Background: an optimization exercise with open tools, aiming at small area, a short achievable clock period and few clock cycles per item. Do not read the settings as production practice.
Only the layout flow was run in this run; the RTL was not checked for function there.

<file path="design/flow/design.v">
package ex_pkg;
    localparam int unsigned XLEN          = 32;
    localparam int unsigned TRANS_ID_BITS = 3;
    typedef enum logic [3:0] {
        ADD = 4'd0,
        SUB = 4'd1,
        AND = 4'd2,
        OR  = 4'd3,
        XOR = 4'd4,
        SLL = 4'd5,
        SRL = 4'd6,
        SLT = 4'd7,
        MUL = 4'd8
    } fu_op_e;
    typedef struct packed {
        fu_op_e                   operator;
        logic [TRANS_ID_BITS-1:0] trans_id;
        logic [XLEN-1:0]          operand_a;
        logic [XLEN-1:0]          operand_b;
    } fu_data_t;
    typedef struct packed {
        logic [TRANS_ID_BITS-1:0] trans_id;
        logic [XLEN-1:0]          result;
    } wb_data_t;
endpackage
`timescale 1ns/1ps
module mul_step (
    input  logic [31:0] a_i,
    input  logic [2:0]  d0_i,
    input  logic [2:0]  d1_i,
    input  logic [31:0] s_i,
    input  logic [31:0] c_i,
    output logic [31:0] s_o,
    output logic [31:0] c_o
);
    logic [31:0] pp0, pp1, s1, c1;
    assign pp0 = (({32{d0_i[0]}} & a_i) | ({32{d0_i[1]}} & (a_i << 1))) ^ {32{d0_i[2]}};
    assign pp1 = (({32{d1_i[0]}} & (a_i << 2)) | ({32{d1_i[1]}} & (a_i << 3))) ^ {32{d1_i[2]}};
    csa32 csa_a (.x_i(s_i), .y_i({c_i[31:1], d0_i[2]}), .z_i(pp0), .s_o(s1), .c_o(c1));
    csa32 csa_b (.x_i(s1),  .y_i({c1[31:1], d1_i[2]}),  .z_i(pp1), .s_o(s_o), .c_o(c_o));
endmodule
module csa32 (
    input  logic [31:0] x_i,
    input  logic [31:0] y_i,
    input  logic [31:0] z_i,
    output logic [31:0] s_o,
    output logic [31:0] c_o
);
    logic [31:0] maj;
    assign s_o = x_i ^ y_i ^ z_i;
    assign maj = (x_i & y_i) | (x_i & z_i) | (y_i & z_i);
    assign c_o = {maj[30:0], 1'b0};
endmodule
module cond_add8 (
    input  logic [7:0] p_i,
    input  logic [7:0] g_i,
    output logic [7:0] s0_o,
    output logic [7:0] s1_o,
    output logic       g_o,
    output logic       p_o
);
    logic [7:0] g [4];
    logic [7:0] p [4];
    always_comb begin
        g[0] = g_i;
        p[0] = p_i;
        for (int l = 0; l < 3; l++) begin
            for (int i = 0; i < 8; i++) begin
                if ((i >> l) & 1) begin
                    g[l+1][i] = g[l][i] | (p[l][i] & g[l][((i >> l) << l) - 1]);
                    p[l+1][i] = p[l][i] & p[l][((i >> l) << l) - 1];
                end else begin
                    g[l+1][i] = g[l][i];
                    p[l+1][i] = p[l][i];
                end
            end
        end
        s0_o[0] = p_i[0];
        s1_o[0] = ~p_i[0];
        for (int i = 1; i < 8; i++) begin
            s0_o[i] = p_i[i] ^ g[3][i-1];
            s1_o[i] = p_i[i] ^ (g[3][i-1] | p[3][i-1]);
        end
        g_o = g[3][7];
        p_o = p[3][7];
    end
endmodule
`timescale 1ns/1ps
module ex_stage (
    input  logic        clk_i,
    input  logic        rst_ni,
    input  logic        issue_req_i,
    input  logic [70:0] issue_data_i,
    output logic        issue_ack_o,
    output logic        wb_req_o,
    output logic [34:0] wb_data_o,
    input  logic        wb_ack_i
);
    logic [3:0]  in_op;
    logic [2:0]  in_id;
    logic [31:0] in_a, in_b;
    assign {in_op, in_id, in_a, in_b} = issue_data_i;
    logic        q_v, q_ph, q_cy;
    logic [2:0]  q_id;
    logic [31:0] q_a, q_b;
    logic        q_add, q_sub, q_slt, q_ra, q_rb, q_sll, q_sh, q_mul;
    logic        q_mv, q_ar;
    logic        s_v;
    logic [34:0] s_data;
    logic        m_busy, m_done, m_av, m_rdy, m_p, m_cz;
    logic [2:0]  m_id;
    logic [31:0] m_a, m_b, m_s, m_c;
    logic [31:0] m_s_nxt, m_c_nxt;
    logic [2:0]  m_d0, m_d1;
    logic q_free, capture, load_slot, mul_start, mul_reload, step1;
    assign mul_start  = q_mv && m_av;
    assign mul_reload = m_rdy && (!q_v || q_mv);
    assign load_slot  = (!s_v || (wb_req_o && wb_ack_i)) && q_ar;
    assign step1      = q_v && !q_ph;
    assign q_free     = !q_v || load_slot || mul_start;
    assign capture    = issue_req_i && !issue_ack_o && q_free && !mul_reload;
    logic [7:0]  s_blk0;
    logic        c_blk0;
    logic [31:0] s0_all, s1_all;
    logic [3:0]  g_all, p_all;
    logic [31:0] sh1;
    for (genvar k = 0; k < 4; k++) begin : g_blk
        cond_add8 blk (.p_i(q_a[8*k +: 8]), .g_i(q_b[8*k +: 8]),
                       .s0_o(s0_all[8*k +: 8]), .s1_o(s1_all[8*k +: 8]),
                       .g_o(g_all[k]), .p_o(p_all[k]));
    end
    assign s_blk0 = q_sub ? s1_all[7:0] : s0_all[7:0];
    assign c_blk0 = g_all[0] | (p_all[0] & q_sub);
    assign sh1    = q_a >> q_b[4:0];
    logic        c1, c2, c3, lt;
    logic [31:0] sum, q_a_rev, res;
    assign c1  = q_cy;
    assign c2  = q_b[1] | (q_b[0] & q_cy);
    assign c3  = q_b[3] | (q_b[2] & q_b[1]) | (q_b[2] & q_b[0] & q_cy);
    assign sum = {c3 ? q_b[31:24] : q_a[31:24],
                  c2 ? q_b[23:16] : q_a[23:16],
                  c1 ? q_b[15:8]  : q_a[15:8],
                  q_a[7:0]};
    assign lt  = q_b[6] ? q_b[7] : sum[31];
    always_comb begin
        for (int i = 0; i < 32; i++) q_a_rev[i] = q_a[31 - i];
        res = ({32{q_add}} & sum)
            | ({32{q_rb}}  & q_b)
            | ({32{q_ra}}  & q_a)
            | ({32{q_sll}} & q_a_rev)
            | {31'd0, q_slt & lt};
    end
    logic        in_sub, in_sll, in_mul, in_one;
    logic [31:0] in_a_rev, in_bx;
    logic        in_pg;
    assign in_sub = (in_op == 4'd1) || (in_op == 4'd7);
    assign in_sll = (in_op == 4'd5);
    assign in_mul = (in_op == 4'd8);
    assign in_one = (in_op == 4'd2) || (in_op == 4'd3) || (in_op == 4'd4) || (in_op > 4'd8);
    assign in_pg  = (in_op <= 4'd4) || (in_op == 4'd7);
    assign in_bx  = in_sub ? ~in_b : in_b;
    always_comb for (int i = 0; i < 32; i++) in_a_rev[i] = in_a[31 - i];
    logic m_busy_n, m_done_n;
    assign m_busy_n = mul_start || (m_busy && !mul_reload);
    assign m_done_n = !mul_start && ((m_b[31:4] == '0 && !m_b[3]) || m_a[27:0] == '0);
    always_ff @(posedge clk_i or negedge rst_ni) begin
        if (!rst_ni) begin
            issue_ack_o <= 1'b0;
            q_v         <= 1'b0;
            q_ph        <= 1'b0;
            q_mv        <= 1'b0;
            q_ar        <= 1'b0;
            s_v         <= 1'b0;
            wb_req_o    <= 1'b0;
            m_busy      <= 1'b0;
            m_av        <= 1'b1;
            m_rdy       <= 1'b0;
        end else begin
            issue_ack_o <= issue_ack_o ? issue_req_i : capture;
            q_v         <= capture || mul_reload || (q_v && !q_free);
            q_ph        <= q_v && !q_free && !mul_reload;
            q_mv        <= mul_reload ? 1'b0 : (q_free ? (capture && in_mul) : q_mv);
            q_ar        <= mul_reload ? m_cz : (q_free ? (capture && in_one) : (q_v && !q_mul));
            s_v         <= load_slot || (s_v && !(wb_req_o && wb_ack_i));
            wb_req_o    <= wb_req_o ? !wb_ack_i : (!wb_ack_i && (s_v || load_slot));
            m_busy      <= m_busy_n;
            m_av        <= !m_busy_n || m_done_n;
            m_rdy       <= m_busy_n && m_done_n;
        end
    end
    always_ff @(posedge clk_i) begin
        if (mul_reload) begin
            q_id  <= m_id;
            q_a   <= m_s ^ m_c;
            q_b   <= m_s & m_c;
            {q_add, q_sub, q_slt, q_ra, q_rb, q_sll, q_sh, q_mul} <=
                m_cz ? 8'b00011000 : 8'b10000000;
        end else if (q_free) begin
            q_id  <= in_id;
            q_a   <= in_pg ? (in_a ^ in_bx) : in_sll ? in_a_rev : in_a;
            q_b   <= in_pg ? (in_a & in_bx) : in_b;
            q_add <= (in_op == 4'd0) || (in_op == 4'd1);
            q_sub <= in_sub;
            q_slt <= (in_op == 4'd7);
            q_ra  <= (in_op == 4'd3) || (in_op == 4'd4) || (in_op == 4'd6);
            q_rb  <= (in_op == 4'd2) || (in_op == 4'd3);
            q_sll <= in_sll;
            q_sh  <= in_sll || (in_op == 4'd6);
            q_mul <= in_mul;
        end else if (step1) begin
            if (q_add || q_slt) begin
                q_a  <= {s0_all[31:8], s_blk0};
                q_b  <= {s1_all[31:8], q_b[31], !q_a[31], 2'b00,
                         g_all[2], p_all[2], g_all[1], p_all[1]};
                q_cy <= c_blk0;
            end
            if (q_sh) q_a <= sh1;
        end
    end
    always_ff @(posedge clk_i) begin
        if (load_slot) s_data <= {q_id, res};
    end
    assign wb_data_o = s_data;
    mul_step step_i (
        .a_i  ( m_a      ),
        .d0_i ( m_d0     ),
        .d1_i ( m_d1     ),
        .s_i  ( m_s      ),
        .c_i  ( m_c      ),
        .s_o  ( m_s_nxt  ),
        .c_o  ( m_c_nxt  )
    );
    function automatic logic [2:0] booth_ctl(input logic [2:0] d);
        booth_ctl = {d[2],
                     (d[2] & ~d[1] & ~d[0]) | (~d[2] & d[1] & d[0]),
                     d[1] ^ d[0]};
    endfunction
    always_ff @(posedge clk_i) begin
        if (mul_start) m_id <= q_id;
        m_a    <= mul_start ? q_a : (m_a << 4);
        m_b    <= mul_start ? q_b : (m_b >> 4);
        m_p    <= mul_start ? 1'b0 : m_b[3];
        m_d0   <= m_done_n ? 3'b000 : mul_start ? booth_ctl({q_b[1:0], 1'b0}) : booth_ctl(m_b[5:3]);
        m_d1   <= m_done_n ? 3'b000 : mul_start ? booth_ctl(q_b[3:1])         : booth_ctl(m_b[7:5]);
        m_s    <= mul_start ? '0 : m_s_nxt;
        m_c    <= mul_start ? '0 : m_c_nxt;
        m_done <= m_done_n;
        m_cz   <= !mul_start && m_done && (m_c == '0);
    end
endmodule
</file>
<file path="design/flow/constraint.sdc">
create_clock -name core_clock -period 5.5 [get_ports {clk_i}]
set_input_delay 1.1000 -clock core_clock [delete_from_list [all_inputs] [get_ports {clk_i}]]
set_output_delay 1.1000 -clock core_clock [all_outputs]
set_load 0.01 [all_outputs]
</file>
<file path="design/flow/standard.sh">
#!/bin/bash
# synth_recipe.tcl (not shown) runs the flow's synth.tcl, then flattens the netlist and writes it again
# the make line also repeats each setting of config.mk as NAME=value (left out here)
make -C /OpenROAD-flow-scripts/flow DESIGN_CONFIG=/design/flow/config.mk WORK_HOME=/design/flow/orfs CLKGATE_MAP_FILE= SYNTH_SCRIPT=/design/flow/synth_recipe.tcl "${@:-finish}"
</file>
<file path="design/flow/flow/run.sh">
#!/bin/bash
# Standard layout, with the port buffers made from the smallest plain buffer
# (the resizer still upsizes any that need it).
set -euo pipefail
export BUFFER_PORTS_ARGS="-buffer_cell sky130_fd_sc_hd__buf_1"
bash standard.sh > standard.log 2>&1
</file>
<file path="design/flow/config.mk">
export PLATFORM = sky130hd
export DESIGN_NAME = ex_stage
export DESIGN_NICKNAME = ex_stage
export VERILOG_FILES = /design/flow/design.v
export SDC_FILE = /design/flow/constraint.sdc
export NUM_CORES = 4
export LEC_CHECK = 0
export ABC_AREA = 1
export CAP_MARGIN = 20
export CORE_MARGIN = 2
export CORE_UTILIZATION = 40
export SETUP_SLACK_MARGIN = 3.05
export SLEW_MARGIN = 20
</file>
==> out/metrics.csv <==
metric;value;unit
status;no timing/DRC/antenna violations;
cp.depth;11;
power_frac_seq;28.2;%
fin_nets;2512;
port_buffers;111;
grt_pass1_vias;16000;
die_h;212;um
cts_hold_buf;0;
grt_use_total;33.1;%
synthFlopType;dfxtp_1;
synth_cell_types;50;
p_per_area;757;nW/um^2
fin_tns_setup;0;ps
p_total;15.1;mW
max_stage_delay;620;ps
drtIter0Drc;2361;
cp_top_family;simple AND/OR/NAND/NOR gates;
rrSetupSlack;3070;ps
cts_tree;built;
dr.pass1.iters;8;
reg2reg_from;q_b[0];
cts_buffer_depth;3;
p_clk_share;16.5;%
seq_area;6320;sq um
grt-ovfl-total;0;
syn_area_per_cell;7.76;sq um
vias;17000;
syn_inst;2224;
multi_input_area;9720;sq um
fmax;411;MHz
fin_skew;23.6;ps
io_pins;112;
drc_errors;0;
met3_wirelength;8750;um
clock-root-buffer;clkbuf_16;
hold_violations;0;
wl_met2;31200;um
p_leak;8.93;nW
instances_no_fill;2875;
fp.coreArea;42800;sq um
max_slew_margin;28.2;%
holdPathEnd;m_id[0];
cts_sinks;256;
antenna_found_initial;1;
wire_per_inst;26.1;um
crit_chain;buf_4 -> nand2_1 -> nand2_1 -> nand2_1 -> nand2_1 -> nand4_1 -> nand2_1 -> inv_1 -> nand2_1 -> nand2_1 -> a21oi_1;
r2r-end;q_a[10];
synth_warnings;4;
hp-class;reg -> reg;
post-route-period-util;44.2;%
slowest_stage;edfxtp_1;
area_growth;15.3;%
p_int;7.43;mW
dp_hpwl;54800;um
synth_edf_count;114;
ant_nets;0;
post-place-ws;1680;ps
crit_fanout;35;
worst_pin_slew;1080;ps
die_x;212;um
syn-num-nets;2433;
crit_top_cell;nand2_1;
hold_depth;0;
cp.arrival;2890;ps
avgViaCountPerCell;5.92;
grt_max_degree;91;
netlist_area;17300;sq um
yosys-top-cells-count;516 x nand2_1, 223 x nand3_1, 208 x inv_1;
start_util;40.3;%
crit_path_end_kind;flip-flop;
yosysTopAreaCellShare;19.8;%
p_comb_share;55.3;%
synth_area_leaders;edfxtp_1 20%, dfxtp_1 15%, nand2_1 11%;
gp_congestion;0.999;
grt_first_pass_wirelength;108000;um
synth_area_leader_cell;edfxtp_1;
yosysMostFrequentCell;nand2_1;
worst_slack;3070;ps
reg2reg_depth;11;
rsz0062_at_grt;yes;
synth_seq_cells;256;
layout-drive-gt1-share;8.16;%
htreeDepth;1;
cap_violations;0;
required;5960;ps
rows;76;
fin_area;19900;sq um
wirelength;74900;um
clk_latency;610;ps
nFillCells;4313;
peakVddDrop;439;uV
swShare;50.6;%
dieArea;44800;sq um
clkSlewWorstSetupHoldPaths;70;ps
ys_seq_area_share;36.6;%
crit_path_start_kind;flip-flop;
hold_path_startpoint;q_id[0];
cts_buffers;31;
p_sw;7.62;mW
setup_violations;0;
crit_buf_inv;2;
place_area;18000;sq um
synthArstFlopShare;3.91;%
top_layer_used;met4;
worstSetupPathType;reg -> reg;
fin_crit;2430;ps
drv_slew;0;
place_inst;2775;
met1_length;31600;um
[how the worst max path moves through the flow]
stage	from	end	slack (ps)
after floorplan	issue_data_i[69]	q_a[5]	2850
after global placement	issue_data_i[67]	q_a[26]	1770
after detailed placement	issue_data_i[67]	q_a[3]	1680
after CTS	q_mv	q_a[18]	3030
after global routing	q_b[0]	q_a[22]	3020
final	q_b[0]	q_a[10]	3070
[cells in the final DEF (no fill, tap or decap), types with 49 or more instances in the layout]
master    count
nand2_1     505
nand3_1     223
inv_1       201
nor2_1      195
o21ai_0     135
dfxtp_1     129
edfxtp_1    114
xor2_1      109
buf_1       107
ha_1         74
o22ai_1      60
fa_1         60
buf_4        49
[what timing repair did]
item                       in CTS  in global routing
pin swaps                       4                 14
setup endpoints to repair     147                 97
buffers inserted               17                 18
gates cloned                    3                  3
gates resized for setup        47                 32
[kinds of logic (layout without fill, tap and decap cells)]
logic type / Yosys count / count (layout) / share of synthesized area [%]
fa+ha+maj: 134 / 134 / 12.3
simple gates: 997 / 1000 / 24.1
xor+xnor: 114 / 114 / 5.79
flops: 256 / 256 / 36.6
buf+inv: 354 / 455 / 8.46
other cells: 0 / 1 / 0
mux: 1 / 1 / 0.0580
compound gates: 368 / 368 / 12.6
[registers in the layout, summed over array words and instances, names as in the netlist, 3 cells and up]
| register | cells |
|---|---|
| q_a | 32 |
| m_a | 32 |
| q_id | 3 |
| q_b | 32 |
| s_data | 35 |
| m_s | 32 |
| m_d1 | 3 |
| m_b | 29 |
| m_d0 | 3 |
| m_id | 3 |
| m_c | 31 |
[metrics by stage]
step | utilization (%) | hold WS, ps
2_1_floorplan | - | 420
3_3_place_gp | 42.1 | 428
3_5_place_dp | 42.1 | 444
4_1_cts | 45.8 | 450
5_1_grt | 46.5 | 466
6_report | 46.5 | 449
[power by group through the flow]
| stage | Sequential (mW) | Combinational, mW | Clock (mW) |
|---|---|---|---|
| 6_report | 4.24 | 8.33 | 2.49 |
| 5_1_grt | 4.29 | 9.07 | 2.58 |
| 4_1_cts | 4.19 | 7.97 | 2.51 |
| 3_5_place_dp | 4.26 | 7.61 | 0 |
| 3_3_place_gp | 4.26 | 7.54 | 0 |
| 2_1_floorplan | 3.67 | 5.20 | 0 |
[per-layer routing]
layer  global-route usage, %  vias to the layer above
li1                        -                     7595
met1                    47.8                     8171
met2                    48.7                     1106
met3                    5.67                      147
met4                    13.6                        0
met5                       0                        -
[cell type report]
cell class	count	area share, %
multi-input cells	1617	48.8
flip-flops and latches	256	31.8
repair buffers	176	5.30
inverters	219	4.45
clock buffers	34	4.01
well taps	546	3.43
clock inverters	24	2.14
repair inverters	2	0.0629
diodes	1	0.0126

==> afterwards: timing with drivers on the ports <==
No port has a modelled driver above. Below, the same layout with a new extraction and two added sets of constraints.
Step 1 (the two cells are an assumption about what drives the block):
set clk [get_ports {clk_i}]
set_driving_cell -lib_cell sky130_fd_sc_hd__clkbuf_16 $clk
set_driving_cell -lib_cell sky130_fd_sc_hd__buf_2 [delete_from_list [all_inputs] $clk]
Step 2 adds t to the input delays and takes it off the output delays; t is the mean of the earliest and latest rising clock arrival at the registers after step 1. Input paths then give back, and output paths get back, about the clock's delay inside the block.
a / b / c = ideal / step 1 / step 2; a / b = the first two.
t, ns: 0.653
setup slack, ns: 3.069 / 3.069 / 2.461
worst setup path at the end: input to register
slew at the worst register clock pin (ns): 0.07 / 0.07
After both steps this run still meets setup and hold. For this run, drivers alone change the setup slack by 0.000 ns; drivers and shift together by -0.608 ns.
